What follows belongs to an exercise in optimizing a design on an open flow for small area and a short achievable clock period; a production flow would make more cautious choices. RTL that was checked went through simulation tests only; none was proved equivalent to the original. No functional check of the RTL was part of run 6. Power is estimated from default activity; no workload was simulated.

==> flow/design.v <==
package acw_pkg;
	typedef logic [31:0] addr_t;
	typedef logic [31:0] data_t;
	typedef logic [31:0] region_addr_t;
	typedef logic [7:0] reg_idx_t;
	typedef enum logic [1:0] {
		mode_off   = 2'd0,
		mode_tor   = 2'd1,
		mode_napot = 2'd3
	} region_mode_e;
	typedef enum logic [1:0] {
		st_idle        = 2'd0,
		st_block_start = 2'd1,
		st_block_idle  = 2'd2,
		st_block_err   = 2'd3
	} block_state_e;
	localparam reg_idx_t reg_go_idle     = 8'd0;
	localparam reg_idx_t reg_denied_addr = 8'd1;
	localparam reg_idx_t reg_denied_type = 8'd2;
	localparam reg_idx_t reg_state       = 8'd3;
	localparam reg_idx_t reg_intr_state  = 8'd4;
	localparam reg_idx_t reg_intr_enable = 8'd5;
	localparam int NUM_CTRL_REGS = 6;
	localparam int CFG_READ_BIT  = 0;
	localparam int CFG_WRITE_BIT = 1;
	localparam int CFG_MODE_LSB  = 3;
	localparam int CFG_MODE_MSB  = 4;
endpackage
`timescale 1ns/1ps
module acw_csr_bank #(
	parameter int          NUM_REGIONS = 8,
	parameter logic [21:0] BASE_ADDR   = 22'h0
) (
	input  logic                                    clk,
	input  logic                                    rst,
	input  logic                                    cpu_req_i,
	input  logic                                    cpu_write_i,
	input  acw_pkg::addr_t                          cpu_addr_i,
	input  acw_pkg::data_t                          cpu_wdata_i,
	output logic                                    cpu_rsp_valid_o,
	output acw_pkg::data_t                          cpu_rsp_rdata_o,
	output logic                                    cpu_rsp_err_o,
	output logic [NUM_REGIONS-1:0][7:0]             region_cfg_o,
	output logic [NUM_REGIONS/4-1:0]                cfg_vld_o,
	output acw_pkg::region_addr_t [NUM_REGIONS-1:0] region_addr_o,
	output logic [NUM_REGIONS-1:0]                  addr_vld_o,
	input  logic                                    deny_i,
	input  acw_pkg::addr_t                          denied_addr_i,
	input  logic                                    denied_write_i,
	input  logic [1:0]                              state_i,
	output logic                                    go_idle_o,
	output logic                                    irq_o
);
	localparam int NUM_CFG_WORDS = NUM_REGIONS / 4;
	localparam int CFG_BASE      = acw_pkg::NUM_CTRL_REGS;
	localparam int ADDR_BASE     = CFG_BASE + NUM_CFG_WORDS;
	localparam int NUM_MAPPED    = ADDR_BASE + NUM_REGIONS;
	acw_pkg::reg_idx_t idx;
	logic base_hit;
	logic read_only;
	logic req_err;
	logic wr_en;
	logic rd_ok;
	logic [NUM_CFG_WORDS-1:0] cfg_sel;
	logic [NUM_REGIONS-1:0] addr_sel;
	acw_pkg::data_t rdata_d;
	logic [NUM_CFG_WORDS-1:0][31:0] cfg_q;
	logic [NUM_CFG_WORDS-1:0] cfg_vld_q;
	acw_pkg::region_addr_t [NUM_REGIONS-1:0] addr_q;
	logic [NUM_REGIONS-1:0] addr_vld_q;
	acw_pkg::addr_t denied_addr_q;
	logic denied_vld_q;
	logic denied_write_q;
	logic intr_state_q;
	logic intr_enable_q;
	logic go_idle_q;
	logic rsp_valid_q;
	logic rsp_err_q;
	acw_pkg::data_t rsp_rdata_q;
	always_comb begin
		idx = cpu_addr_i[9:2];
		base_hit = (cpu_addr_i[31:10] == BASE_ADDR);
		read_only = (idx == acw_pkg::reg_denied_addr) || (idx == acw_pkg::reg_denied_type) ||
			(idx == acw_pkg::reg_state);
		req_err = !base_hit || (cpu_addr_i[1:0] != 2'b00) || (int'(idx) >= NUM_MAPPED) ||
			(cpu_write_i && read_only) || (!cpu_write_i && (idx == acw_pkg::reg_go_idle));
		wr_en = cpu_req_i && cpu_write_i && !req_err;
		rd_ok = !cpu_write_i && !req_err;
		for (int k = 0; k < NUM_CFG_WORDS; k++) begin
			cfg_sel[k] = (int'(idx) == CFG_BASE + k);
		end
		for (int i = 0; i < NUM_REGIONS; i++) begin
			addr_sel[i] = (int'(idx) == ADDR_BASE + i);
		end
	end
	always_comb begin
		rdata_d = '0;
		if (idx == acw_pkg::reg_denied_addr && denied_vld_q) rdata_d = rdata_d | denied_addr_q;
		if (idx == acw_pkg::reg_denied_type) rdata_d[0] = rdata_d[0] | denied_write_q;
		if (idx == acw_pkg::reg_state) rdata_d[1:0] = rdata_d[1:0] | state_i;
		if (idx == acw_pkg::reg_intr_state) rdata_d[31] = rdata_d[31] | intr_state_q;
		if (idx == acw_pkg::reg_intr_enable) rdata_d[31] = rdata_d[31] | intr_enable_q;
		for (int k = 0; k < NUM_CFG_WORDS; k++) begin
			if (cfg_sel[k] && cfg_vld_q[k]) rdata_d = rdata_d | cfg_q[k];
		end
		for (int i = 0; i < NUM_REGIONS; i++) begin
			if (addr_sel[i] && addr_vld_q[i]) rdata_d = rdata_d | addr_q[i];
		end
		if (!rd_ok) rdata_d = '0;
	end
	always_ff @(posedge clk, negedge rst) begin
		if (!rst) begin
			cfg_vld_q <= '0;
			addr_vld_q <= '0;
			denied_vld_q <= 1'b0;
			denied_write_q <= 1'b0;
			intr_state_q <= 1'b0;
			intr_enable_q <= 1'b0;
			go_idle_q <= 1'b0;
			rsp_valid_q <= 1'b0;
			rsp_err_q <= 1'b0;
		end else begin
			rsp_valid_q <= cpu_req_i;
			rsp_err_q <= cpu_req_i && req_err;
			go_idle_q <= wr_en && (idx == acw_pkg::reg_go_idle);
			if (wr_en) begin
				for (int k = 0; k < NUM_CFG_WORDS; k++) begin
					if (cfg_sel[k]) cfg_vld_q[k] <= 1'b1;
				end
				for (int i = 0; i < NUM_REGIONS; i++) begin
					if (addr_sel[i]) addr_vld_q[i] <= 1'b1;
				end
				if (idx == acw_pkg::reg_intr_enable) begin
					intr_enable_q <= cpu_wdata_i[31];
				end
			end
			if (deny_i) begin
				intr_state_q <= 1'b1;
			end else if (wr_en && (idx == acw_pkg::reg_intr_state)) begin
				intr_state_q <= 1'b0;
			end
			if (deny_i) begin
				denied_vld_q <= 1'b1;
				denied_write_q <= denied_write_i;
			end
		end
	end
	always_ff @(posedge clk) begin
		if (wr_en) begin
			for (int k = 0; k < NUM_CFG_WORDS; k++) begin
				if (cfg_sel[k]) cfg_q[k] <= cpu_wdata_i;
			end
			for (int i = 0; i < NUM_REGIONS; i++) begin
				if (addr_sel[i]) addr_q[i] <= cpu_wdata_i;
			end
		end
		if (deny_i) begin
			denied_addr_q <= denied_addr_i;
		end
		rsp_rdata_q <= rdata_d;
	end
	assign cpu_rsp_valid_o = rsp_valid_q;
	assign cpu_rsp_rdata_o = rsp_rdata_q;
	assign cpu_rsp_err_o = rsp_err_q;
	for (genvar r = 0; r < NUM_REGIONS; r++) begin : gen_cfg_out
		assign region_cfg_o[r] = cfg_q[r/4][8*(r%4) +: 8];
	end
	assign cfg_vld_o = cfg_vld_q;
	assign region_addr_o = addr_q;
	assign addr_vld_o = addr_vld_q;
	assign go_idle_o = go_idle_q;
	assign irq_o = intr_state_q & intr_enable_q;
endmodule
`timescale 1ns/1ps
module acw_region_match (
	input  acw_pkg::region_addr_t addr_reg_i,
	input  acw_pkg::addr_t        req_addr_i,
	output logic                  lt_o,
	output logic                  napot_o
);
	acw_pkg::region_addr_t word_addr;
	logic [31:0] ign;
	assign word_addr = {2'b00, req_addr_i[31:2]};
	assign lt_o = word_addr < addr_reg_i;
	always_comb begin
		ign[0] = 1'b1;
		for (int j = 1; j < 32; j++) begin
			ign[j] = ign[j-1] & addr_reg_i[j-1];
		end
	end
	assign napot_o = &(ign | ~(word_addr ^ addr_reg_i));
endmodule
`timescale 1ns/1ps
module acw_perm_resolve #(
	parameter int NUM_REGIONS = 8
) (
	input  logic [NUM_REGIONS-1:0]      lt_i,
	input  logic [NUM_REGIONS-1:0]      napot_i,
	input  logic [NUM_REGIONS-1:0]      addr_vld_i,
	input  logic                        low_zero_i,
	input  logic [NUM_REGIONS-1:0]      tor_en_i,
	input  logic [NUM_REGIONS-1:0]      napot_en_i,
	input  logic [NUM_REGIONS-1:0]      allow_i,
	output logic                        permit_o
);
	logic [NUM_REGIONS-1:0] below;
	logic [NUM_REGIONS-1:0] hit;
	logic found;
	always_comb begin
		for (int i = 0; i < NUM_REGIONS; i++) begin
			below[i] = addr_vld_i[i] & lt_i[i];
		end
		for (int i = 0; i < NUM_REGIONS; i++) begin
			hit[i] = (tor_en_i[i] & below[i] & ((i == 0) ? 1'b1 : ~below[(i == 0) ? 0 : i-1])) |
				(napot_en_i[i] & (addr_vld_i[i] ? napot_i[i] : low_zero_i));
		end
		found = 1'b0;
		permit_o = 1'b0;
		for (int i = 0; i < NUM_REGIONS; i++) begin
			if (hit[i] && !found) begin
				found = 1'b1;
				permit_o = allow_i[i];
			end
		end
	end
endmodule
`timescale 1ns/1ps
module acw_block_fsm (
	input  logic                  clk,
	input  logic                  rst,
	input  logic                  host_valid_i,
	output logic                  host_ready_o,
	output logic                  host_rsp_valid_o,
	output acw_pkg::data_t        host_rsp_rdata_o,
	output logic                  host_rsp_err_o,
	input  logic                  host_rsp_ready_i,
	output logic                  dev_valid_o,
	input  logic                  dev_ready_i,
	input  logic                  dev_rsp_valid_i,
	input  acw_pkg::data_t        dev_rsp_rdata_i,
	input  logic                  dev_rsp_err_i,
	output logic                  dev_rsp_ready_o,
	input  logic                  permit_i,
	input  logic                  go_idle_i,
	output logic                  deny_o,
	output logic [1:0]            state_o
);
	logic [1:0] state_q;
	logic [1:0] state_d;
	logic idle;
	logic err_rsp;
	always_ff @(posedge clk, negedge rst) begin
		if (!rst) begin
			state_q <= 2'd0;
		end else begin
			state_q <= state_d;
		end
	end
	assign idle = (state_q == 2'd0);
	assign err_rsp = state_q[0] ^ state_q[1];
	assign host_ready_o = idle & dev_ready_i;
	assign dev_valid_o = idle & host_valid_i & permit_i;
	assign deny_o = idle & host_valid_i & dev_ready_i & ~permit_i;
	always_comb begin
		state_d = state_q;
		case (state_q)
			2'd0: if (deny_o) state_d = 2'd1;
			2'd1: begin
				if (host_rsp_ready_i && go_idle_i) state_d = 2'd0;
				else if (go_idle_i) state_d = 2'd2;
				else if (host_rsp_ready_i) state_d = 2'd3;
			end
			2'd2: if (host_rsp_ready_i) state_d = 2'd0;
			default: if (go_idle_i) state_d = 2'd0;
		endcase
	end
	assign host_rsp_valid_o = err_rsp | dev_rsp_valid_i;
	assign host_rsp_rdata_o = err_rsp ? 32'd0 : dev_rsp_rdata_i;
	assign host_rsp_err_o = err_rsp | dev_rsp_err_i;
	assign dev_rsp_ready_o = ~err_rsp & host_rsp_ready_i;
	assign state_o = state_q;
endmodule
`timescale 1ns/1ps
module acw_top #(
	parameter int          NUM_REGIONS = 8,
	parameter logic [21:0] BASE_ADDR   = 22'h0
) (
	input  logic           clk,
	input  logic           rst,
	input  logic           host_valid_i,
	input  acw_pkg::addr_t host_addr_i,
	input  logic           host_write_i,
	input  acw_pkg::data_t host_wdata_i,
	output logic           host_ready_o,
	output logic           host_rsp_valid_o,
	output acw_pkg::data_t host_rsp_rdata_o,
	output logic           host_rsp_err_o,
	input  logic           host_rsp_ready_i,
	output logic           dev_valid_o,
	output acw_pkg::addr_t dev_addr_o,
	output logic           dev_write_o,
	output acw_pkg::data_t dev_wdata_o,
	input  logic           dev_ready_i,
	input  logic           dev_rsp_valid_i,
	input  acw_pkg::data_t dev_rsp_rdata_i,
	input  logic           dev_rsp_err_i,
	output logic           dev_rsp_ready_o,
	input  logic           cpu_req_i,
	input  logic           cpu_write_i,
	input  acw_pkg::addr_t cpu_addr_i,
	input  acw_pkg::data_t cpu_wdata_i,
	output logic           cpu_rsp_valid_o,
	output acw_pkg::data_t cpu_rsp_rdata_o,
	output logic           cpu_rsp_err_o,
	output logic           irq_o
);
	logic [NUM_REGIONS-1:0][7:0] region_cfg;
	logic [NUM_REGIONS/4-1:0] cfg_vld;
	acw_pkg::region_addr_t [NUM_REGIONS-1:0] region_addr;
	logic [NUM_REGIONS-1:0] addr_vld;
	logic [NUM_REGIONS-1:0] lt;
	logic [NUM_REGIONS-1:0] napot;
	logic [NUM_REGIONS-1:0] tor_en;
	logic [NUM_REGIONS-1:0] napot_en;
	logic [NUM_REGIONS-1:0] allow;
	logic low_zero;
	logic permit;
	logic deny;
	logic [1:0] state;
	logic go_idle;
	acw_csr_bank #(
		.NUM_REGIONS(NUM_REGIONS),
		.BASE_ADDR  (BASE_ADDR)
	) csr_bank_inst (
		.clk            (clk),
		.rst            (rst),
		.cpu_req_i      (cpu_req_i),
		.cpu_write_i    (cpu_write_i),
		.cpu_addr_i     (cpu_addr_i),
		.cpu_wdata_i    (cpu_wdata_i),
		.cpu_rsp_valid_o(cpu_rsp_valid_o),
		.cpu_rsp_rdata_o(cpu_rsp_rdata_o),
		.cpu_rsp_err_o  (cpu_rsp_err_o),
		.region_cfg_o   (region_cfg),
		.cfg_vld_o      (cfg_vld),
		.region_addr_o  (region_addr),
		.addr_vld_o     (addr_vld),
		.deny_i         (deny),
		.denied_addr_i  (host_addr_i),
		.denied_write_i (host_write_i),
		.state_i        (state),
		.go_idle_o      (go_idle),
		.irq_o          (irq_o)
	);
	for (genvar i = 0; i < NUM_REGIONS; i++) begin : gen_region
		acw_region_match region_match_inst (
			.addr_reg_i(region_addr[i]),
			.req_addr_i(host_addr_i),
			.lt_o      (lt[i]),
			.napot_o   (napot[i])
		);
		assign tor_en[i] = cfg_vld[i/4] &
			(region_cfg[i][acw_pkg::CFG_MODE_MSB:acw_pkg::CFG_MODE_LSB] == acw_pkg::mode_tor);
		assign napot_en[i] = cfg_vld[i/4] &
			(region_cfg[i][acw_pkg::CFG_MODE_MSB:acw_pkg::CFG_MODE_LSB] == acw_pkg::mode_napot);
		assign allow[i] = host_write_i ? region_cfg[i][acw_pkg::CFG_WRITE_BIT] :
			region_cfg[i][acw_pkg::CFG_READ_BIT];
	end
	assign low_zero = (host_addr_i[31:3] == 29'd0);
	acw_perm_resolve #(
		.NUM_REGIONS(NUM_REGIONS)
	) perm_resolve_inst (
		.lt_i      (lt),
		.napot_i   (napot),
		.addr_vld_i(addr_vld),
		.low_zero_i(low_zero),
		.tor_en_i  (tor_en),
		.napot_en_i(napot_en),
		.allow_i   (allow),
		.permit_o  (permit)
	);
	acw_block_fsm block_fsm_inst (
		.clk             (clk),
		.rst             (rst),
		.host_valid_i    (host_valid_i),
		.host_ready_o    (host_ready_o),
		.host_rsp_valid_o(host_rsp_valid_o),
		.host_rsp_rdata_o(host_rsp_rdata_o),
		.host_rsp_err_o  (host_rsp_err_o),
		.host_rsp_ready_i(host_rsp_ready_i),
		.dev_valid_o     (dev_valid_o),
		.dev_ready_i     (dev_ready_i),
		.dev_rsp_valid_i (dev_rsp_valid_i),
		.dev_rsp_rdata_i (dev_rsp_rdata_i),
		.dev_rsp_err_i   (dev_rsp_err_i),
		.dev_rsp_ready_o (dev_rsp_ready_o),
		.permit_i        (permit),
		.go_idle_i       (go_idle),
		.deny_o          (deny),
		.state_o         (state)
	);
	assign dev_addr_o = host_addr_i;
	assign dev_write_o = host_write_i;
	assign dev_wdata_o = host_wdata_i;
endmodule
==> flow/run.sh <==
#!/bin/bash
# synth_recipe.tcl (not shown) runs the flow's synth.tcl, then flattens the netlist and writes it again
# the make line also repeats each setting of config.mk as NAME=value (left out here)
make -C /OpenROAD-flow-scripts/flow DESIGN_CONFIG=/design/flow/config.mk WORK_HOME=/design/flow/orfs CLKGATE_MAP_FILE= SYNTH_SCRIPT=/design/flow/synth_recipe.tcl finish
==> flow/config.mk <==
export PLATFORM = sky130hd
export DESIGN_NAME = acw_top
export DESIGN_NICKNAME = acw_top
export VERILOG_FILES = /design/flow/design.v
export SDC_FILE = /design/flow/constraint.sdc
export NUM_CORES = 4
export LEC_CHECK = 0
export ABC_CLOCK_PERIOD_IN_PS = 2500
export CAP_MARGIN = 20
export CORE_MARGIN = 2
export CORE_UTILIZATION = 40
export SETUP_SLACK_MARGIN = 2.5
export SLEW_MARGIN = 20
==> flow/constraint.sdc <==
create_clock -name core_clock -period 8.0 [get_ports {clk}]
set_input_delay 1.6000 -clock core_clock [delete_from_list [all_inputs] [get_ports {clk}]]
set_output_delay 1.6000 -clock core_clock [all_outputs]
set_load 0.01 [all_outputs]
==> results of run 1 <==
==> sequential cells by signal, indices dropped and copies added, names as in the netlist <==
name / flops
csr_bank_inst.cfg_vld_q: 2
csr_bank_inst.intr_state_q: 1
csr_bank_inst.denied_vld_q: 1
csr_bank_inst.cfg_q: 64
csr_bank_inst.rsp_err_q: 1
csr_bank_inst.addr_vld_q: 8
csr_bank_inst.intr_enable_q: 1
csr_bank_inst.denied_write_q: 1
block_fsm_inst.state_q: 2
csr_bank_inst.denied_addr_q: 32
csr_bank_inst.addr_q: 256
csr_bank_inst.rsp_valid_q: 1
csr_bank_inst.go_idle_q: 1
csr_bank_inst.rsp_rdata_q: 32
==> synth_stat cells, types with 19 or more instances <==
| master | instances | share of area |
|---|---|---|
| and3_1 | 41 | 0.011 |
| nand4_1 | 48 | 0.012 |
| nor3_1 | 49 | 0.010 |
| clkbuf_1 | 40 | 0.0062 |
| a22oi_1 | 152 | 0.047 |
| o21ai_0 | 65 | 0.013 |
| a31oi_1 | 63 | 0.016 |
| edfxtp_1 | 352 | 0.43 |
| buf_4 | 65 | 0.020 |
| dfxtp_1 | 32 | 0.026 |
| inv_1 | 250 | 0.038 |
| nor4_1 | 42 | 0.011 |
| nor2_1 | 96 | 0.015 |
| a21oi_1 | 180 | 0.037 |
| nand3_1 | 111 | 0.023 |
| ha_1 | 235 | 0.12 |
| nor2b_1 | 42 | 0.011 |
| nand2_1 | 136 | 0.021 |
| a21o_1 | 21 | 0.0065 |
| dfrtp_1 | 19 | 0.019 |
==> power groups by stage <==
stage / clock network, mW / registers, mW / logic [mW]
after detailed placement: 0 / 2.33 / 0.626
after floorplan: 0 / 2.33 / 0.275
after CTS: 2.29 / 2.29 / 0.657
after global routing: 2.37 / 2.29 / 0.717
final: 2.27 / 2.29 / 0.676
after global placement: 0 / 2.33 / 0.621
==> metrics by stage <==
step                      setup WS, ns  area [um2]
final                             1.58       30500
after detailed placement         0.333       27800
after global placement          0.0687       27800
after floorplan                   2.52       24400
after CTS                         1.67       30200
after global routing              1.57       30500
==> layout make-up <==
class / count / area [um2] / area share
inverters: 251 / 942 / 0.0309
repair buffers: 348 / 3390 / 0.111
multi-input cells: 1570 / 11900 / 0.389
clock buffers: 63 / 1340 / 0.0439
clock inverters: 27 / 285 / 0.00936
flip-flops and latches: 403 / 11700 / 0.383
well taps: 782 / 978 / 0.0321
==> cells in the final DEF, fill, tap and decap left out, types with 14 or more instances in the layout <==
cell,netlist,routed
dfrtp_1,19,19
nand3_1,111,110
ha_4,0,21
dfxtp_1,32,32
nand4_1,48,48
nor2_1,96,85
edfxtp_1,352,352
o211ai_1,14,14
nand2_1,136,136
a21o_1,21,21
a22oi_1,152,152
a31oi_1,63,61
a21oi_1,180,173
clkbuf_16,0,49
o21ai_0,65,63
clkdlybuf4s50_1,0,209
nor4_1,42,35
nor2b_1,42,42
buf_12,0,14
buf_4,65,81
inv_1,250,250
and3_1,41,40
o2111ai_1,16,14
nor3_1,49,42
o22ai_1,16,16
ha_1,235,211
==> how the worst max path moves through the flow <==
stage | cells past startpoint | startpoint | endpoint
floorplan | 11 | host_addr_i[31] | dev_valid_o
global placement | 13 | host_addr_i[4] | dev_valid_o
detailed placement | 13 | host_addr_i[4] | dev_valid_o
CTS | 13 | host_addr_i[25] | dev_valid_o
global route | 13 | host_addr_i[25] | dev_valid_o
finish | 15 | host_addr_i[12] | dev_valid_o
==> kinds of logic (layout without fill, tap and decap cells) <==
kind of cell	Yosys count	count (layout)	share of synthesized area
AO/OA/AOI/OAI	660	660	0.181
multiplexers	12	12	0.00538
buffers and inverters	370	689	0.0672
flip-flops	403	403	0.479
AND/OR/NAND/NOR	663	663	0.147
adder cells (fa/ha/maj)	235	235	0.120
==> routing by layer <==
metal  up-vias  global-route usage  part of all wire
met3       240              0.0662             0.090
met4         0               0.145             0.050
met2      1090               0.504              0.45
met5         -                   0                 0
li1       9551                   -                 -
met1     10800               0.431              0.41
==> repair_timing <==
item	CTS	global route
setup buffers	22	4
cloned	0	0
setup endpoints to repair	29	1
gates resized for setup	195	44
endpoints found under the hold margin	0	0
pin swaps	45	23
==> impl_metrics.tcl, run 1 <==
set metrics [dict create \
    pin_count 307 \
    power_mw 5.24 \
    io_buffers 242 \
    swShare 0.249 \
    die_h_um 251 \
    grt.total_usage 0.322 \
    fill_cells 5455 \
    hpwl_um 81200 \
    fin_setup_tns_ns 0 \
    synth_edf_count 352 \
    cts_made_buffers 48 \
    pwr-share-clk 0.434 \
    yosys_most_used_dff "edfxtp_1" \
    p_sw_mw 1.31 \
    die_w_um 251 \
    crit_arrival_ns 4.82 \
    vias 21700 \
    yosysUniqueCellTypes 85 \
    crit_fanout 6 \
    core_um2 60400 \
    whs_path_depth 1 \
    fin_worst_skew_ns 0.0289 \
    hold_class "flip-flop to flip-flop" \
    crit_chain "clkdlybuf4s15_2, buf_4, ha_1, a21oi_1, nor3_1, nand4_1, nor3_1, o2111ai_1, o41ai_1, buf_4, nor3_1, o21bai_1, nand4_1, a21oi_4, buf_6" \
    grt_max_degree 36 \
    outcome "no timing/DRC/antenna violations" \
    holdPathEnd "csr_bank_inst.denied_vld_q" \
    rows 90 \
    critical-path-top-delay-family "compound AO/OA/AOI/OAI gates" \
    finalMaxSlewViolations 0 \
    slowest_stage "ha_1" \
    ys_ff_latch 403 \
    grt_pass1_vias 21200 \
    postRouteAntennaNets 0 \
    routabilityCongestion 1.03 \
    comb_power_share 0.129 \
    rr_endpoint "csr_bank_inst.denied_addr_q[7]" \
    seqPwrFrac 0.437 \
    routed_via_density 6.30 \
    syn_nets 2748 \
    start_util 0.404 \
    cts_sinks 403 \
    rsz0062_at_grt "yes" \
    antenna_cells 0 \
    final_cells 3444 \
    worstMarginPinSlew_ns 0.990 \
    r2r_start "csr_bank_inst.addr_q[64]" \
    cts_tree "yes" \
    r2r_cells 14 \
    end_kind "output port" \
    wl_um 104000 \
    drc 0 \
    overflow 0 \
    cap_violations 0 \
    clk_pin_slew_worst_paths_ns 0.06 \
    critPathKind "input pin to output port" \
    required_ns 6.40 \
    hold_slack_ns 0.471 \
    post_route_cells_drive_above_1_share 0.129 \
    setup_viol 0 \
    wl_per_cell_um 30.3 \
    cts_buffer_depth 3 \
    yosysSeqAreaShare 0.479 \
    die_area_um2 63000 \
    min_from "csr_bank_inst.denied_vld_q" \
    ys_warn_count 4 \
    p_leak_nw 11.6 \
    max_stage_delay_ns 0.38 \
    cts_root_buf "clkbuf_16" \
    peakVddDrop_v 0.000121 \
    power-per-cell-area_nw_per_um2 172 \
    rrSetupSlack_ns 3.04 \
    start_kind "input pin" \
    grt_pass1_wl_um 146000 \
    crit_top_cell "nor3_1" \
    htreeDepth 2 \
    synthArstFlopShare 0.0471 \
    min_period_ns 6.42 \
    syn_avg_cell_area_um2 10.4 \
    syn_to_final_growth_pct 24.9 \
    timing.fmax_mhz 156 \
    nets 3027 \
    netlist_instances 2343 \
    clkLatencyLatePin_ns 0.60 \
    syn_area_um2 24400 \
    dr.pass1.iters 5 \
    drt_iter0_drc 2838 \
    hold_viol_final 0 \
    cts-hold-fix-buffers 0 \
    fin_crit_sh 0.803 \
    place_inst 3325 \
    slew_headroom 0.340 \
    antenna_found_initial 1 \
    final_util 0.505 \
    internal_power_mw 3.93 \
    cp_num_buf_inv 4 \
]
==> run 2: changes to the inputs <==
--- a/flow/config.mk
+++ b/flow/config.mk
@@ -6,5 +6,4 @@
 export NUM_CORES = 4
 export LEC_CHECK = 0
-export ABC_CLOCK_PERIOD_IN_PS = 2500
 export CAP_MARGIN = 20
 export CORE_MARGIN = 2
==> impl_metrics.tcl, run 2 <==
set metrics [dict create \
    min_from "csr_bank_inst.denied_vld_q" \
    grt_pass1_wl_um 146000 \
    end_kind "output port" \
    netlist_instances 2343 \
    crit_chain "clkdlybuf4s15_2, buf_4, ha_1, a21oi_1, nor3_1, nand4_1, nor3_1, o2111ai_1, o41ai_1, buf_4, nor3_1, o21bai_1, nand4_1, a21oi_4, buf_6" \
    ys_top_cells_by_area "edfxtp_1 43%, ha_1 12%, a22oi_1 4.7%, inv_1 3.8%, a21oi_1 3.7%" \
    syn_nets 2748 \
    wl_per_cell_um 30.3 \
    final_util 0.505 \
    io_buffers 242 \
    cts_tree "yes" \
    grt_util_met3 0.0662 \
    power-per-cell-area_nw_per_um2 172 \
    nets 3027 \
    hpwl_um 81200 \
    postRouteAntennaNets 0 \
    synth_xor_area_frac 0 \
    crit_fanout 6 \
    die_h_um 251 \
    htreeDepth 2 \
    pin_count 307 \
    r2r_cells 14 \
    yosys.area_share.simple 0.147 \
    largest_reg_flops 256 \
    max_stage_delay_ns 0.38 \
    grt_pass1_vias 21200 \
    syn_avg_cell_area_um2 10.4 \
    hold_slack_ns 0.471 \
    synth_top_area_frac 0.433 \
    critPathKind "input pin to output port" \
    cts_buffer_depth 3 \
    drt_iter0_drc 2838 \
    syn_to_final_growth_pct 24.9 \
    ys_ff_latch 403 \
    synth_edf_count 352 \
    rr_endpoint "csr_bank_inst.denied_addr_q[7]" \
    synthMuxAreaShare 0.00538 \
    antenna_cells 0 \
    worstMarginPinSlew_ns 0.990 \
    rows 90 \
    busiest_layer "met2" \
    r2r_start "csr_bank_inst.addr_q[64]" \
    clk_pin_slew_worst_paths_ns 0.06 \
    ys_warn_count 4 \
    dp_slack_ns 0.333 \
    cts_sinks 403 \
    routabilityCongestion 1.03 \
    start_util 0.404 \
    holdPathEnd "csr_bank_inst.denied_vld_q" \
    timing.fmax_mhz 156 \
    slew_headroom 0.340 \
    layout_commonest_cell "edfxtp_1" \
    dr.pass1.iters 5 \
    grt_util_met2 0.504 \
    syn_area_um2 24400 \
    synthArstFlopShare 0.0471 \
    start_kind "input pin" \
    peakVddDrop_v 0.000121 \
    crit_arrival_ns 4.82 \
    final_cell_mix "352 x edfxtp_1, 250 x inv_1, 211 x ha_1" \
    slowest_stage "ha_1" \
    fin_ws_ns 1.58 \
    synth-compound-area-share 0.181 \
    synth_area_leader_cell "edfxtp_1" \
    core_um2 60400 \
    antenna_found_initial 1 \
    wl_um 104000 \
    finalMaxSlewViolations 0 \
    synthTopCellsByCount "352 x edfxtp_1, 250 x inv_1, 235 x ha_1, 180 x a21oi_1, 152 x a22oi_1" \
    rsz0062_at_grt "yes" \
    grt.total_usage 0.322 \
    yosysSeqAreaShare 0.479 \
    drc 0 \
    die_area_um2 63000 \
    crit_top_cell "nor3_1" \
    vias 21700 \
    top_regs "csr_bank_inst.addr_q x256, csr_bank_inst.cfg_q x64" \
    met1_usage 0.431 \
    p_leak_nw 11.6 \
    fin_crit_sh 0.803 \
    synth_top_family_by_area "compound AO/OA/AOI/OAI gates" \
    rrSetupSlack_ns 3.04 \
    cap_violations 0 \
    grt_max_degree 36 \
    fin_worst_skew_ns 0.0289 \
    yosys_most_used_dff "edfxtp_1" \
    post_route_cells_drive_above_1_share 0.129 \
    outcome "no timing/DRC/antenna violations" \
    hold_viol_final 0 \
    yosysUniqueCellTypes 85 \
    cts_root_buf "clkbuf_16" \
    hold_class "flip-flop to flip-flop" \
    required_ns 6.40 \
    cts_made_buffers 48 \
    fin_setup_tns_ns 0 \
    whs_path_depth 1 \
    regMostFlops "csr_bank_inst.addr_q" \
    overflow 0 \
    yosysMostFrequentCell "edfxtp_1" \
    clkLatencyLatePin_ns 0.60 \
    min_period_ns 6.42 \
    die_w_um 251 \
    yosys.area_share.adder 0.120 \
    power_mw 5.24 \
    setup_viol 0 \
    routed_via_density 6.30 \
]
run 2: routing by layer:
| layer | up-vias | share of wire |
|---|---|---|
| met3 | 240 | 0.090 |
| met2 | 1090 | 0.45 |
| met4 | 0 | 0.050 |
| met5 | - | 0 |
| li1 | 9551 | - |
| met1 | 10800 | 0.41 |
run 2: repair_timing:
action / CTS / global route
pin swaps: 45 / 23
endpoints found under the setup margin: 29 / 1
setup buffers: 22 / 4
cloned: 0 / 0
hold buffers: 0 / 0
gates resized for setup: 195 / 44
run 2: metrics by stage:
step	instances	area, um2
finish	3444	30500
global route	3444	30500
CTS	3437	30200
detailed placement	3325	27800
global placement	3325	27800
floorplan	2343	24400
run 2: power by group:
group          leakage [nW]  switching (mW)  internal (mW)
registers              3.66         0.00249           2.29
clock network         0.790           0.929           1.34
logic                  7.13           0.374          0.301
total                  11.6            1.31           3.93
run 2: worst max-delay path: cells and delay by family:
kind	cells	cell delay, ns
AO/OA/AOI/OAI	5	1.03
adder cells (fa/ha/maj)	1	0.38
buffers and inverters	4	0.85
AND/OR/NAND/NOR	5	0.96
run 2: area by class of cell:
cell class	instances	area [um2]
fillers	5455	29900
multi-input cells	1570	11900
flip-flops and latches	403	11700
repair buffers	348	3390
clock buffers	63	1340
well taps	782	978
inverters	251	942
clock inverters	27	285
run 2: how the worst max path moves through the flow:
stage | startpoint | endpoint | slack, ns | cells past startpoint
after global placement | host_addr_i[4] | dev_valid_o | 0.07 | 13
after CTS | host_addr_i[25] | dev_valid_o | 1.67 | 13
after global routing | host_addr_i[25] | dev_valid_o | 1.57 | 13
after detailed placement | host_addr_i[4] | dev_valid_o | 0.33 | 13
final | host_addr_i[12] | dev_valid_o | 1.58 | 15
after floorplan | host_addr_i[31] | dev_valid_o | 2.52 | 11
run 2: kinds of logic after synthesis:
group,count (synthesis)
fa+ha+maj,235
buf+inv,370
flops,403
mux,12
compound gates,660
simple gates,663
==> run 3: changes to the inputs <==
--- a/flow/config.mk
+++ b/flow/config.mk
@@ -6,7 +6,8 @@
 export NUM_CORES = 4
 export LEC_CHECK = 0
+export ABC_AREA = 1
 export CAP_MARGIN = 20
 export CORE_MARGIN = 2
 export CORE_UTILIZATION = 40
-export SETUP_SLACK_MARGIN = 2.5
+export SETUP_SLACK_MARGIN = 3.0
 export SLEW_MARGIN = 20
==> impl_metrics.tcl, run 3 <==
set metrics [dict create \
    drt_iter0_drc 2393 \
    p_sw_mw 1.43 \
    cap_violations 0 \
    grt_max_degree 36 \
    yosysSeqAreaShare 0.464 \
    routabilityCongestion 0.954 \
    rows 91 \
    critical-path-top-delay-family "simple AND/OR/NAND/NOR gates" \
    placed_cell_area_um2 28600 \
    clk_pin_slew_worst_paths_ns 0.06 \
    syn_area_um2 25200 \
    hold_class "flip-flop to flip-flop" \
    dr.pass1.iters 6 \
    swShare 0.258 \
    cp_num_buf_inv 5 \
    synth-compound-area-share 0.138 \
    final_cells 3959 \
    ys_warn_count 4 \
    crit_arrival_ns 5.32 \
    grt.total_usage 0.299 \
    design_area_um2 31100 \
    cts-hold-fix-buffers 0 \
    die_h_um 255 \
    critPathKind "input pin to output port" \
    cts_made_buffers 48 \
    routed_via_density 5.57 \
    syn_avg_cell_area_um2 9.01 \
    top_regs "csr_bank_inst.addr_q x256, csr_bank_inst.cfg_q x64" \
    ys_top_cells_by_area "edfxtp_1 42%, ha_1 12%, inv_1 8.4%, nand2_1 5.5%, a21oi_1 4.6%" \
    final_cell_mix "558 x inv_1, 357 x nand2_1, 352 x edfxtp_1" \
    wl_um 98400 \
    comb_power_share 0.158 \
    die_area_um2 64900 \
    end_kind "output port" \
    io_buffers 242 \
    netlist_instances 2792 \
    min_period_ns 6.92 \
    seqPwrFrac 0.419 \
    fin_worst_skew_ns 0.0110 \
    outcome "no timing/DRC/antenna violations" \
    power-per-cell-area_nw_per_um2 178 \
    synthTopCellsByCount "561 x inv_1, 366 x nand2_1, 352 x edfxtp_1, 235 x ha_1, 229 x a21oi_1" \
    yosys.area_share.simple 0.170 \
    vias 22000 \
    postRouteAntennaNets 0 \
    multi_input_area_um2 11300 \
    start_kind "input pin" \
    place_inst 3836 \
    p_leak_nw 13.5 \
    finalMaxSlewViolations 0 \
    timing.fmax_mhz 145 \
    antenna_found_initial 4 \
    layout_commonest_cell "inv_1" \
    yosysUniqueCellTypes 54 \
    die_w_um 255 \
    peakVddDrop_v 0.000124 \
    largest_reg_flops 256 \
    regMostFlops "csr_bank_inst.addr_q" \
    slowest_stage "a31o_4" \
    synth_top_area_frac 0.420 \
    htreeDepth 2 \
    max_stage_delay_ns 0.29 \
    syn_to_final_growth_pct 23.7 \
    nets 3488 \
    synth_area_leader_cell "edfxtp_1" \
    required_ns 6.40 \
    grt_pass1_wl_um 141000 \
    regArea_um2 11700 \
    rsz0062_at_grt "yes" \
    slew_headroom 0.233 \
    syn_nets 3197 \
    synthArstFlopShare 0.0471 \
    drc 0 \
    fill_cells 5780 \
    cts_buffer_depth 3 \
    wl_per_cell_um 24.9 \
    clkLatencyLatePin_ns 0.59 \
    cts_root_buf "clkbuf_16" \
    cts_tree "yes" \
    hpwl_um 73900 \
    post_route_cells_drive_above_1_share 0.124 \
    fin_crit_sh 0.865 \
    crit_top_cell "nand2_1" \
    start_util 0.406 \
    yosysMostFrequentCell "inv_1" \
    yosys.area_share.adder 0.117 \
    synth_top_family_by_area "simple AND/OR/NAND/NOR gates" \
    pwr-share-clk 0.422 \
    overflow 0 \
    setup_viol 0 \
    grt_pass1_vias 21600 \
    yosys_most_used_dff "edfxtp_1" \
    hold_viol_final 0 \
    fin_setup_tns_ns 0 \
    synth_edf_count 352 \
    crit_fanout 2 \
    pin_count 307 \
    cts_sinks 403 \
    worstMarginPinSlew_ns 1.15 \
    internal_power_mw 4.10 \
    core_um2 61900 \
    synthMuxAreaShare 0.000845 \
    ys_ff_latch 403 \
    synth_xor_area_frac 0 \
]
-- run 3: final timing paths --
check | start | endpoint | slack [ns] | depth (start not counted)
min in group asynchronous | rst | csr_bank_inst.intr_state_q | 1.60 | 1
max | host_addr_i[3] | dev_valid_o | 1.08 | 30
min reg2reg | csr_bank_inst.denied_write_q | csr_bank_inst.denied_write_q | 0.51 | 2
min | csr_bank_inst.denied_write_q | csr_bank_inst.denied_write_q | 0.51 | 2
max in group asynchronous | rst | csr_bank_inst.addr_vld_q[3] | 5.75 | 1
max reg2reg | csr_bank_inst.addr_q[224] | csr_bank_inst.denied_vld_q | 2.79 | 30
-- run 3: tightest hold or removal path: cells and delay by family, from the launching register on --
kind               cells  cell delay, ns
AOI/OAI and AO/OA      1            0.06
DFF                    1            0.36
and+or+nand+nor        1            0.05
-- run 3: layout make-up --
type | instances | share of cell area
Multi-Input combinational cell | 1721 | 0.362
Clock buffer | 57 | 0.0410
Clock inverter | 31 | 0.0119
Tap cell | 837 | 0.0336
Sequential cell | 403 | 0.375
Antenna cell | 1 | 0.0000804
Timing Repair Buffer | 343 | 0.108
Inverter | 566 | 0.0685
-- run 3: metrics by stage --
stage | hold WS (ns) | util | setup slack, ns | power [mW]
final | 0.506 | 0.503 | 1.08 | 5.53
after global routing | 0.532 | 0.503 | 0.865 | 5.71
after CTS | 0.506 | 0.497 | 1.11 | 5.54
after detailed placement | 0.492 | 0.463 | 0.0228 | 3.17
after global placement | 0.483 | 0.462 | 0.00316 | 3.15
after floorplan | 0.454 | - | 2.45 | 2.74
-- run 3: logic make-up (layout without fill, tap and decap cells) --
kind of cell / Yosys count / after routing
and+or+nand+nor: 891 / 891
adders and majority gates: 235 / 235
buffers and inverters: 668 / 997
other: 0 / 1
DFF: 403 / 403
muxes: 2 / 2
AOI/OAI and AO/OA: 593 / 593
-- run 3: power groups by stage --
| stage | clock network, mW | logic (mW) | registers (mW) |
|---|---|---|---|
| CTS | 2.36 | 0.859 | 2.32 |
| finish | 2.34 | 0.876 | 2.32 |
| global placement | 0 | 0.791 | 2.36 |
| global route | 2.44 | 0.952 | 2.32 |
| detailed placement | 0 | 0.806 | 2.36 |
| floorplan | 0 | 0.374 | 2.36 |
-- run 3: per-layer routing --
metal | share of wire | vias to the layer above | global-route usage
met1 | 0.42 | 10600 | 0.404
met4 | 0.044 | 6 | 0.127
met2 | 0.45 | 1046 | 0.481
li1 | - | 10200 | -
met3 | 0.082 | 207 | 0.0438
met5 | 0.00037 | - | 0
-- run 3: what timing repair did --
item | 4_1_cts | 5_1_grt
setup endpoints to repair | 43 | 44
resized for setup | 104 | 71
pin swaps | 25 | 85
setup buffers | 23 | 7
cloned | 4 | 0
==> run 4: changes to the inputs <==
--- a/flow/config.mk
+++ b/flow/config.mk
@@ -6,8 +6,6 @@
 export NUM_CORES = 4
 export LEC_CHECK = 0
-export ABC_AREA = 1
 export CAP_MARGIN = 20
 export CORE_MARGIN = 2
 export CORE_UTILIZATION = 40
-export SETUP_SLACK_MARGIN = 3.0
 export SLEW_MARGIN = 20
==> impl_metrics.tcl, run 4 <==
set metrics [dict create \
    yosysMostFrequentCell "edfxtp_1" \
    clkLatencyLatePin_ns 0.60 \
    htreeDepth 2 \
    ys_top_cells_by_area "edfxtp_1 43%, ha_1 12%, a22oi_1 4.7%, inv_1 3.8%, a21oi_1 3.7%" \
    required_ns 6.40 \
    grt_util_met3 0.0583 \
    ys_warn_count 4 \
    syn_avg_cell_area_um2 10.4 \
    peakVddDrop_v 0.000139 \
    grt_max_degree 36 \
    synth_edf_count 352 \
    cts_made_buffers 47 \
    worstMarginPinSlew_ns 1.07 \
    antenna_found_initial 0 \
    wl_per_cell_um 30.2 \
    design_area_um2 29300 \
    largest_reg_flops 256 \
    cts_root_buf "clkbuf_16" \
    vias 21600 \
    fin_worst_skew_ns 0.0260 \
    post_cts_resized 0 \
    grt_util_met2 0.496 \
    crit_top_cell "nor3_1" \
    hold_slack_ns 0.463 \
    start_kind "input pin" \
    post_route_cells_drive_above_1_share 0.0780 \
    io_buffers 242 \
    drc 0 \
    yosysSeqAreaShare 0.479 \
    placed_cell_area_um2 27700 \
    pin_count 307 \
    cts_tree "yes" \
    rows 90 \
    fin_crit_sh 0.968 \
    grt_pass1_wl_um 146000 \
    finalMaxSlewViolations 0 \
    hold_class "flip-flop to flip-flop" \
    outcome "no timing/DRC/antenna violations" \
    min_period_ns 7.74 \
    core_um2 60400 \
    r2r_cells 12 \
    cts-hold-fix-buffers 0 \
    grt_pass1_vias 21300 \
    cts_sinks 403 \
    busiest_layer "met2" \
    cp_num_buf_inv 4 \
    fin_setup_tns_ns 0 \
    synth_area_leader_cell "edfxtp_1" \
    whs_path_depth 1 \
    hpwl_um 80500 \
    hold_viol_final 0 \
    setup_viol 0 \
    yosysUniqueCellTypes 85 \
    min_from "csr_bank_inst.denied_vld_q" \
    rr_endpoint "csr_bank_inst.denied_addr_q[7]" \
    regMostFlops "csr_bank_inst.addr_q" \
    nets 2986 \
    layout_commonest_cell "edfxtp_1" \
    grt.total_usage 0.320 \
    routed_via_density 6.36 \
    crit_chain "clkdlybuf4s50_1, buf_4, ha_1, nand3_1, nor3_1, nor2_1, a2111oi_0, nand4b_1, nor3_1, nor3_1, o21bai_1, nand4_1, a21oi_1, buf_4, clkdlybuf4s50_1" \
    final_util 0.486 \
    rrSetupSlack_ns 3.27 \
    start_util 0.404 \
    clk_pin_slew_worst_paths_ns 0.06 \
    synthTopCellsByCount "352 x edfxtp_1, 250 x inv_1, 235 x ha_1, 180 x a21oi_1, 152 x a22oi_1" \
    syn_nets 2748 \
    r2r_start "csr_bank_inst.addr_q[33]" \
    top_regs "csr_bank_inst.addr_q x256, csr_bank_inst.cfg_q x64" \
    crit_arrival_ns 6.14 \
    holdPathEnd "csr_bank_inst.denied_vld_q" \
    slowest_stage "clkdlybuf4s50_1" \
    max_stage_delay_ns 0.82 \
    syn_to_final_growth_pct 20.1 \
    p_leak_nw 11.1 \
    power-per-cell-area_nw_per_um2 178 \
    synthArstFlopShare 0.0471 \
    synth_top_area_frac 0.433 \
    timing.fmax_mhz 129 \
    cts_setup_buffers 0 \
    met1_usage 0.434 \
    critical-path-top-delay-family "buffers and inverters" \
    die_h_um 251 \
    die_area_um2 63000 \
    netlist_instances 2343 \
    final_cell_mix "352 x edfxtp_1, 250 x inv_1, 242 x clkdlybuf4s50_1" \
    cts_buffer_depth 3 \
    overflow 0 \
    dr.pass1.iters 6 \
    wl_um 102000 \
    cap_violations 0 \
    ys_ff_latch 403 \
    place_inst 3313 \
    syn_area_um2 24400 \
    drt_iter0_drc 2720 \
    rsz0062_at_grt "no" \
    slew_headroom 0.280 \
    antenna_cells 0 \
    end_kind "output port" \
    final_cells 3398 \
    crit_fanout 9 \
    critPathKind "input pin to output port" \
    postRouteAntennaNets 0 \
    yosys_most_used_dff "edfxtp_1" \
    routabilityCongestion 1.05 \
    die_w_um 251 \
]
run 4: cell types whose count changed in the layout (fill, tap and decap cells not counted), moves of 21 or more:
cell,delta
a22oi_1,+152
nand3_1,+39
inv_1,-308
nor2b_1,+42
o21ai_0,-102
nand3_2,-27
a21oi_1,-46
nor2_1,-78
and3_1,+40
nand2_1,-221
nor3_1,+21
nor2_2,-51
nand4_1,-25
a31oi_1,+55
run 4: cell type report:
class,instances,area [um2]
inverters,251,942
clock inverters,34,409
fillers,5477,31000
repair buffers,308,2940
flip-flops and latches,403,11700
clock buffers,50,1200
well taps,782,978
multi-input cells,1570,11200
run 4: worst max-delay path by stage:
stage	startpoint	slack (ns)	end	cells after the start
after floorplan	cpu_addr_i[7]	2.28	csr_bank_inst.cfg_q[0]	5
after global placement	host_addr_i[21]	0.37	dev_valid_o	13
after detailed placement	host_addr_i[28]	0.30	dev_valid_o	13
after CTS	host_addr_i[28]	0.29	dev_valid_o	13
after global routing	host_addr_i[28]	0.13	dev_valid_o	13
final	host_addr_i[8]	0.26	dev_valid_o	15
run 4: logic make-up after synthesis:
logic type,synth area share
DFF,0.479
muxes,0.00538
buffers and inverters,0.0672
adders and majority gates,0.120
AOI/OAI and AO/OA,0.181
and+or+nand+nor,0.147
run 4: report_power, final:
part | internal (mW) | leakage [nW] | switching, mW
clock network | 1.35 | 0.788 | 0.942
registers | 2.29 | 3.66 | 0.00407
logic | 0.279 | 6.69 | 0.344
total | 3.92 | 11.1 | 1.29
run 4: metrics by stage:
stage | setup slack (ns) | power (mW)
final | 0.260 | 5.21
after global routing | 0.129 | 5.35
after CTS | 0.287 | 5.23
after detailed placement | 0.297 | 2.95
after global placement | 0.370 | 2.94
after floorplan | 2.28 | 2.61
run 4: layer usage:
layer | vias to the layer above | routed length [um] | part of all wire
met5 | - | 0 | 0
met4 | 0 | 5210 | 0.051
met3 | 236 | 10200 | 0.099
met2 | 1302 | 45700 | 0.45
met1 | 10600 | 41400 | 0.40
li1 | 9465 | - | -
==> run 5: changes to the inputs <==
==> flow/flow/run.sh (new file) <==
#!/bin/bash
# Standard ORFS layout, with small port buffers and a clock tree built from mid-size buffers
# without dummy loads. Each tool's output goes to its own log in this folder (and ORFS's own logs
# under orfs/logs).
set -euo pipefail
export BUFFER_PORTS_ARGS="-buffer_cell sky130_fd_sc_hd__buf_1"
export CTS_ARGS="-sink_clustering_enable -repair_clock_nets -dont_use_dummy_load -buf_list {sky130_fd_sc_hd__clkbuf_4 sky130_fd_sc_hd__clkbuf_8}"
bash standard.sh synth > synth.log 2>&1
bash standard.sh floorplan > floorplan.log 2>&1
bash standard.sh place > place.log 2>&1
bash standard.sh cts > cts.log 2>&1
bash standard.sh finish > finish.log 2>&1
==> flow/standard.sh (new file) <==
#!/bin/bash
# synth_recipe.tcl (not shown) runs the flow's synth.tcl, then flattens the netlist and writes it again
# the make line also repeats each setting of config.mk as NAME=value (left out here)
make -C /OpenROAD-flow-scripts/flow DESIGN_CONFIG=/design/flow/config.mk WORK_HOME=/design/flow/orfs CLKGATE_MAP_FILE= SYNTH_SCRIPT=/design/flow/synth_recipe.tcl "${@:-finish}"
--- a/flow/config.mk
+++ b/flow/config.mk
@@ -9,3 +9,4 @@
 export CORE_MARGIN = 2
 export CORE_UTILIZATION = 40
+export SETUP_SLACK_MARGIN = 3.0
 export SLEW_MARGIN = 20
removed: flow/run.sh
==> impl_metrics.tcl, run 5 <==
set metrics [dict create \
    dp_slack_ns 0.938 \
    grt_pass1_wl_um 142000 \
    critPathKind "input pin to output port" \
    fin_worst_skew_ns 0.0589 \
    routabilityCongestion 1.06 \
    top_regs "csr_bank_inst.addr_q x256, csr_bank_inst.cfg_q x64" \
    vias 21300 \
    regMostFlops "csr_bank_inst.addr_q" \
    layout_commonest_cell "edfxtp_1" \
    largest_reg_flops 256 \
    p_leak_nw 10.4 \
    hold_class "flip-flop to flip-flop" \
    clk_pin_slew_worst_paths_ns 0.06 \
    syn_nets 2748 \
    yosys.area_share.adder 0.120 \
    start_kind "input pin" \
    finalMaxSlewViolations 0 \
    clkLatencyLatePin_ns 0.68 \
    synth_top_family_by_area "compound AO/OA/AOI/OAI gates" \
    fin_setup_tns_ns 0 \
    worstMarginPinSlew_ns 1.03 \
    hold_viol_final 0 \
    fill_cells 5648 \
    routed_via_density 6.26 \
    start_util 0.404 \
    ys_top_cells_by_area "edfxtp_1 43%, ha_1 12%, a22oi_1 4.7%, inv_1 3.8%, a21oi_1 3.7%" \
    synth_xor_area_frac 0 \
    cts_sinks 403 \
    drc 0 \
    end_kind "output port" \
    fin_ws_ns 1.73 \
    slew_headroom 0.309 \
    power-per-cell-area_nw_per_um2 160 \
    cts_made_buffers 75 \
    wl_um 101000 \
    final_cell_mix "352 x edfxtp_1, 250 x inv_1, 219 x ha_1" \
    overflow 0 \
    yosys.area_share.simple 0.147 \
    crit_arrival_ns 4.67 \
    cts_root_buf "clkbuf_8" \
    dr.pass1.iters 5 \
    ys_warn_count 4 \
    timing.fmax_mhz 159 \
    die_area_um2 63000 \
    ys_ff_latch 403 \
    nets 3018 \
    min_period_ns 6.27 \
    post_route_cells_drive_above_1_share 0.109 \
    postRouteAntennaNets 0 \
    final_util 0.462 \
    syn_to_final_growth_pct 14.2 \
    grt_max_degree 36 \
    synth-compound-area-share 0.181 \
    grt.total_usage 0.314 \
    synthTopCellsByCount "352 x edfxtp_1, 250 x inv_1, 235 x ha_1, 180 x a21oi_1, 152 x a22oi_1" \
    wl_per_cell_um 29.6 \
    antenna_found_initial 1 \
    syn_avg_cell_area_um2 10.4 \
    yosysMostFrequentCell "edfxtp_1" \
    placed_cell_area_um2 26200 \
    crit_fanout 5 \
    rows 90 \
    netlist_instances 2343 \
    rsz0062_at_grt "yes" \
    grt_pass1_vias 20900 \
    hold_slack_ns 0.475 \
    required_ns 6.40 \
    fin_crit_sh 0.784 \
    cap_violations 0 \
    peakVddDrop_v 0.000107 \
    design_area_um2 27900 \
    yosysSeqAreaShare 0.479 \
    die_h_um 251 \
    outcome "no timing/DRC/antenna violations" \
    setup_viol 0 \
    synth_top_area_frac 0.433 \
    pin_count 307 \
    hpwl_um 78400 \
    synth_area_leader_cell "edfxtp_1" \
    yosys_most_used_dff "edfxtp_1" \
    synthMuxAreaShare 0.00538 \
    io_buffers 242 \
    yosysUniqueCellTypes 85 \
    synthArstFlopShare 0.0471 \
    htreeDepth 3 \
    die_w_um 251 \
    drt_iter0_drc 2660 \
    syn_area_um2 24400 \
    core_um2 60400 \
    cts_tree "yes" \
    cts_buffer_depth 3 \
    synth_edf_count 352 \
]
run 5: cell type report:
| cell class | count | area (um2) | area share |
|---|---|---|---|
| Sequential cell | 403 | 11700 | 0.419 |
| Multi-Input combinational cell | 1570 | 11600 | 0.417 |
| Timing Repair Buffer | 312 | 1610 | 0.0576 |
| Clock buffer | 75 | 1030 | 0.0370 |
| Tap cell | 782 | 978 | 0.0351 |
| Inverter | 251 | 950 | 0.0341 |
| Antenna cell | 1 | 2.50 | 0.0000898 |
run 5: metrics by stage:
stage          power [mW]  instances
3_5_place_dp         2.82       3300
3_3_place_gp         2.81       3299
2_1_floorplan        2.61       2343
6_report             4.46       3394
4_1_cts              4.48       3393
5_1_grt              4.62       3393
run 5: metal layers:
layer | global-route usage | wire (um)
met5 | 0 | 0
met4 | 0.134 | 4480
met3 | 0.0515 | 8310
met2 | 0.490 | 45000
met1 | 0.432 | 42700
run 5: worst max-delay path, stage by stage:
cell and delay [ns]:
buf_8 0.11, buf_8 0.14, or4_4 0.49, nor4_4 0.35, nand4_4 0.22, a2111oi_4 0.34
and3_1 0.20, nand4_1 0.26, o311ai_2 0.19, a2111oi_2 0.08, o31a_1 0.32, a21oi_2 0.19
buf_2 0.16
run 5: timing repair:
item,4_1_cts,5_1_grt
setup buffers,18,0
gates resized for setup,125,14
endpoints found under the setup margin,36,16
pin swaps,34,7
hold buffers,0,0
run 5: path summary, 6_finish.rpt:
check                      depth (start not counted)  slack (ns)                  startpoint                             end
max in group asynchronous                          2        6.84                         rst     csr_bank_inst.addr_vld_q[6]
setup / recovery                                  13        1.73             host_addr_i[26]                     dev_valid_o
hold / removal                                     1        0.48  csr_bank_inst.denied_vld_q      csr_bank_inst.denied_vld_q
hold reg to reg                                    1        0.48  csr_bank_inst.denied_vld_q      csr_bank_inst.denied_vld_q
setup reg to reg                                  13        3.38    csr_bank_inst.addr_q[64]  csr_bank_inst.denied_addr_q[8]
min in group asynchronous                          2        0.90                         rst    csr_bank_inst.denied_write_q
run 5: cells by family after synthesis:
group           count (synthesis)
simple gates                  663
flops                         403
compound gates                660
mux                            12
fa+ha+maj                     235
buf+inv                       370
run 5: power by group:
part           internal, mW  total (mW)  switching [mW]
sequential             2.29        2.29         0.00394
clock                 0.822        1.64           0.821
combinational         0.175       0.521           0.346
total                  3.29        4.46            1.17
==> run 6: changes to the inputs <==
--- a/flow/design.v
+++ b/flow/design.v
@@ -206,5 +206,7 @@
 	logic [NUM_REGIONS-1:0] below;
 	logic [NUM_REGIONS-1:0] hit;
-	logic found;
+	logic [NUM_REGIONS-1:0] f1, p1;
+	logic [NUM_REGIONS/2-1:0] f2, p2;
+	logic [NUM_REGIONS/4-1:0] f3, p3;
 	always_comb begin
 		for (int i = 0; i < NUM_REGIONS; i++) begin
@@ -215,12 +217,17 @@
 				(napot_en_i[i] & (addr_vld_i[i] ? napot_i[i] : low_zero_i));
 		end
-		found = 1'b0;
-		permit_o = 1'b0;
 		for (int i = 0; i < NUM_REGIONS; i++) begin
-			if (hit[i] && !found) begin
-				found = 1'b1;
-				permit_o = allow_i[i];
-			end
+			f1[i] = hit[i];
+			p1[i] = hit[i] & allow_i[i];
 		end
+		for (int i = 0; i < NUM_REGIONS/2; i++) begin
+			f2[i] = f1[2*i] | f1[2*i+1];
+			p2[i] = p1[2*i] | (~f1[2*i] & p1[2*i+1]);
+		end
+		for (int i = 0; i < NUM_REGIONS/4; i++) begin
+			f3[i] = f2[2*i] | f2[2*i+1];
+			p3[i] = p2[2*i] | (~f2[2*i] & p2[2*i+1]);
+		end
+		permit_o = p3[0] | (~f3[0] & p3[1]);
 	end
 endmodule
==> impl_metrics.tcl, run 6 <==
set metrics [dict create \
    clkLatencyLatePin_ns 0.68 \
    grt_pass1_vias 21100 \
    comb_power_share 0.120 \
    ys_ff_latch 403 \
    grt_max_degree 36 \
    min_from "csr_bank_inst.denied_vld_q" \
    hpwl_um 88500 \
    top_regs "csr_bank_inst.addr_q x256, csr_bank_inst.cfg_q x64" \
    final_util 0.466 \
    syn_avg_cell_area_um2 10.6 \
    cts_buffer_depth 3 \
    htreeDepth 3 \
    place_inst 3244 \
    cts_root_buf "clkbuf_8" \
    netlist_instances 2275 \
    worstMarginPinSlew_ns 1.13 \
    cts-hold-fix-buffers 0 \
    die_h_um 249 \
    timing.fmax_mhz 146 \
    slew_headroom 0.238 \
    crit_chain "buf_8, ha_4, nor3b_4, a2bb2o_4, or4_4, or4_1, or4_4, nor4_4, o211ai_1, a2111oi_4, a211o_2, and2_4, o211a_4, buf_2" \
    rsz0062_at_grt "yes" \
    routed_via_density 6.46 \
    syn_area_um2 24000 \
    drt_iter0_drc 2472 \
    cts_sinks 403 \
    cap_violations 0 \
    regMostFlops "csr_bank_inst.addr_q" \
    max_stage_delay_ns 0.56 \
    syn_nets 2680 \
    cts_tree "yes" \
    postRouteAntennaNets 0 \
    crit_arrival_ns 5.26 \
    internal_power_mw 3.30 \
    hold_viol_final 0 \
    wl_um 114000 \
    final_cell_mix "352 x edfxtp_1, 252 x inv_1, 229 x ha_1" \
    core_um2 59100 \
    hold_class "flip-flop to flip-flop" \
    synth_area_leader_cell "edfxtp_1" \
    critPathKind "input pin to output port" \
    synth_top_area_frac 0.440 \
    critPathLaunch "host_addr_i[31]" \
    power-per-cell-area_nw_per_um2 164 \
    slowest_stage "or4_4" \
    dr.pass1.iters 6 \
    layout_commonest_cell "edfxtp_1" \
    fill_cells 5496 \
    required_ns 6.40 \
    outcome "no timing/DRC/antenna violations" \
    io_buffers 242 \
    ys_top_cells_by_area "edfxtp_1 44%, ha_1 12%, a22oi_1 4.7%, inv_1 3.9%, a21oi_1 3.0%" \
    pin_count 307 \
    start_kind "input pin" \
    syn_to_final_growth_pct 14.8 \
    synthArstFlopShare 0.0471 \
    r2r_start "csr_bank_inst.addr_q[162]" \
    peakVddDrop_v 0.0000935 \
    swShare 0.270 \
    crit_fanout 4 \
    fin_crit_sh 0.858 \
    whs_path_depth 1 \
    fin_ws_ns 1.14 \
    dp_slack_ns 0.232 \
    pwr-share-clk 0.371 \
    synth_edf_count 352 \
    yosysSeqAreaShare 0.487 \
    post_route_cells_drive_above_1_share 0.110 \
    grt_pass1_wl_um 158000 \
    routabilityCongestion 1.05 \
    synthTopCellsByCount "352 x edfxtp_1, 252 x inv_1, 235 x ha_1, 151 x a22oi_1, 146 x a21oi_1" \
    min_period_ns 6.86 \
    fin_setup_tns_ns 0 \
    wl_per_cell_um 34.1 \
    finalMaxSlewViolations 0 \
    die_area_um2 62000 \
    nets 2979 \
    yosys_most_used_dff "edfxtp_1" \
    setup_viol 0 \
    seqPwrFrac 0.508 \
    cts_made_buffers 76 \
    crit_top_cell "or4_4" \
    regArea_um2 11700 \
    r2r_cells 17 \
    drc 0 \
    die_w_um 249 \
    fin_worst_skew_ns 0.0578 \
    rows 89 \
    ys_warn_count 4 \
    end_kind "output port" \
    yosysUniqueCellTypes 85 \
    clk_pin_slew_worst_paths_ns 0.06 \
    largest_reg_flops 256 \
    grt.total_usage 0.361 \
    p_leak_nw 10.5 \
    overflow 0 \
    final_cells 3345 \
    start_util 0.406 \
    yosysMostFrequentCell "edfxtp_1" \
    antenna_cells 0 \
    p_sw_mw 1.22 \
    vias 21600 \
    antenna_found_initial 6 \
    multi_input_area_um2 11100 \
]
## run 6: cell types whose count changed after synthesis, sizes merged, moves of 8 or more
| cell | before | now |
|---|---|---|
| clkbuf | 40 | 48 |
| a211oi | 7 | 23 |
| a21o | 21 | 36 |
| nand2 | 137 | 103 |
| nand3 | 114 | 99 |
| nor3 | 52 | 43 |
| a21oi | 180 | 146 |
| o22ai | 16 | 27 |
| o21ai | 68 | 82 |
| a41oi | 12 | 3 |
## run 6: cell families after synthesis
logic type	share of synthesized area
buffers and inverters	0.0689
flip-flops	0.487
AND/OR/NAND/NOR	0.131
AO/OA/AOI/OAI	0.186
multiplexers	0.00511
adder cells (fa/ha/maj)	0.122
## run 6: timing repair
item / in CTS / in global routing
pin swaps: 9 / 16
gates resized for setup: 51 / 53
setup endpoints to repair: 38 / 37
hold endpoints to repair: 0 / 0
buffers inserted: 12 / 10
cloned: 1 / 2
## run 6: final timing paths
kind	slack, ns	to
min in group asynchronous	0.92	csr_bank_inst.rsp_err_q
max reg2reg	3.00	csr_bank_inst.denied_write_q
max	1.14	dev_valid_o
min reg2reg	0.46	csr_bank_inst.denied_vld_q
max in group asynchronous	6.81	csr_bank_inst.cfg_vld_q[0]
min	0.46	csr_bank_inst.denied_vld_q
## run 6: area by class of cell
type | count | area share
inverters | 255 | 0.0347
clock buffers | 76 | 0.0379
well taps | 773 | 0.0351
multi-input cells | 1497 | 0.401
flip-flops and latches | 403 | 0.424
repair buffers | 341 | 0.0675
## run 6: critical path, delay by kind of cell
| family | cells | cell delay (ns) |
|---|---|---|
| and+or+nand+nor | 6 | 2.08 |
| AOI/OAI and AO/OA | 5 | 1.09 |
| adders and majority gates | 1 | 0.25 |
| buffers and inverters | 2 | 0.24 |
## run 6: routing by layer
layer  wire length, um  track usage  up-vias  part of all wire
li1                  -            -     9289                 -
met1             45600        0.469    10800              0.40
met2             52500        0.588     1292              0.46
met3             10200       0.0671      255             0.090
met4              5750        0.165        8             0.050
met5                57            0        -           0.00050
## run 6: per-stage QoR
step	cell area (um2)	hold slack [ns]	total power, mW
3_5_place_dp	25900	0.445	2.86
6_report	27600	0.461	4.52
5_1_grt	27600	0.478	4.65
2_1_floorplan	24100	0.424	2.61
3_3_place_gp	25900	0.439	2.85
4_1_cts	27200	0.459	4.52
## run 6: power by group through the flow
stage	Sequential (mW)	Combinational [mW]	Clock, mW
finish	2.30	0.544	1.68
detailed placement	2.34	0.518	0
global placement	2.34	0.516	0
global route	2.29	0.580	1.78
CTS	2.30	0.526	1.70
floorplan	2.33	0.275	0

-- afterwards: timing with drivers on the ports --
The flow's constraints put no driver on any port. The routed layouts listed below were extracted and timed again, unchanged, in two steps.
Step 1 sets driving cells, clkbuf_16 on the clock port and buf_2 on the other inputs (assumed; they add their load-dependent delay and slew).
Step 2 times the ports against the registers' clock, not the clock port: input delays grow and output delays shrink by t, the midpoint of the rising clock arrivals with the driver on.
a / b / c = ideal ports / drivers / drivers and shift; a / b = the first two.
| run | t, ns | setup slack, ns | worst hold slack (ns) | worst setup path after step 2 | worst slew at a driven data input, ns |
|---|---|---|---|---|---|
| run 1 | 0.649 | 1.579 / 1.554 / 1.554 | 0.471 / 0.471 / 0.471 | input to output | 0.07 |
| run 2 | 0.649 | 1.579 / 1.554 / 1.554 | 0.471 / 0.471 / 0.471 | input to output | 0.07 |
| run 3 | 0.650 | 1.082 / 1.040 / 1.040 | 0.506 / 0.506 / 0.506 | input to output | 0.16 |
| run 4 | 0.649 | 0.260 / 0.238 / 0.238 | 0.463 / 0.463 / 0.463 | input to output | 0.08 |
| run 5 | 0.709 | 1.726 / 1.680 / 1.680 | 0.475 / 0.475 / 0.475 | input to output | 0.08 |
| run 6 | 0.714 | 1.139 / 1.099 / 1.099 | 0.461 / 0.461 / 0.461 | input to output | 0.13 |
After both steps every run listed still meets setup and hold. The setup slack of run 5, which loses most, moves by -0.046 ns with the drivers and by -0.046 ns with both steps.
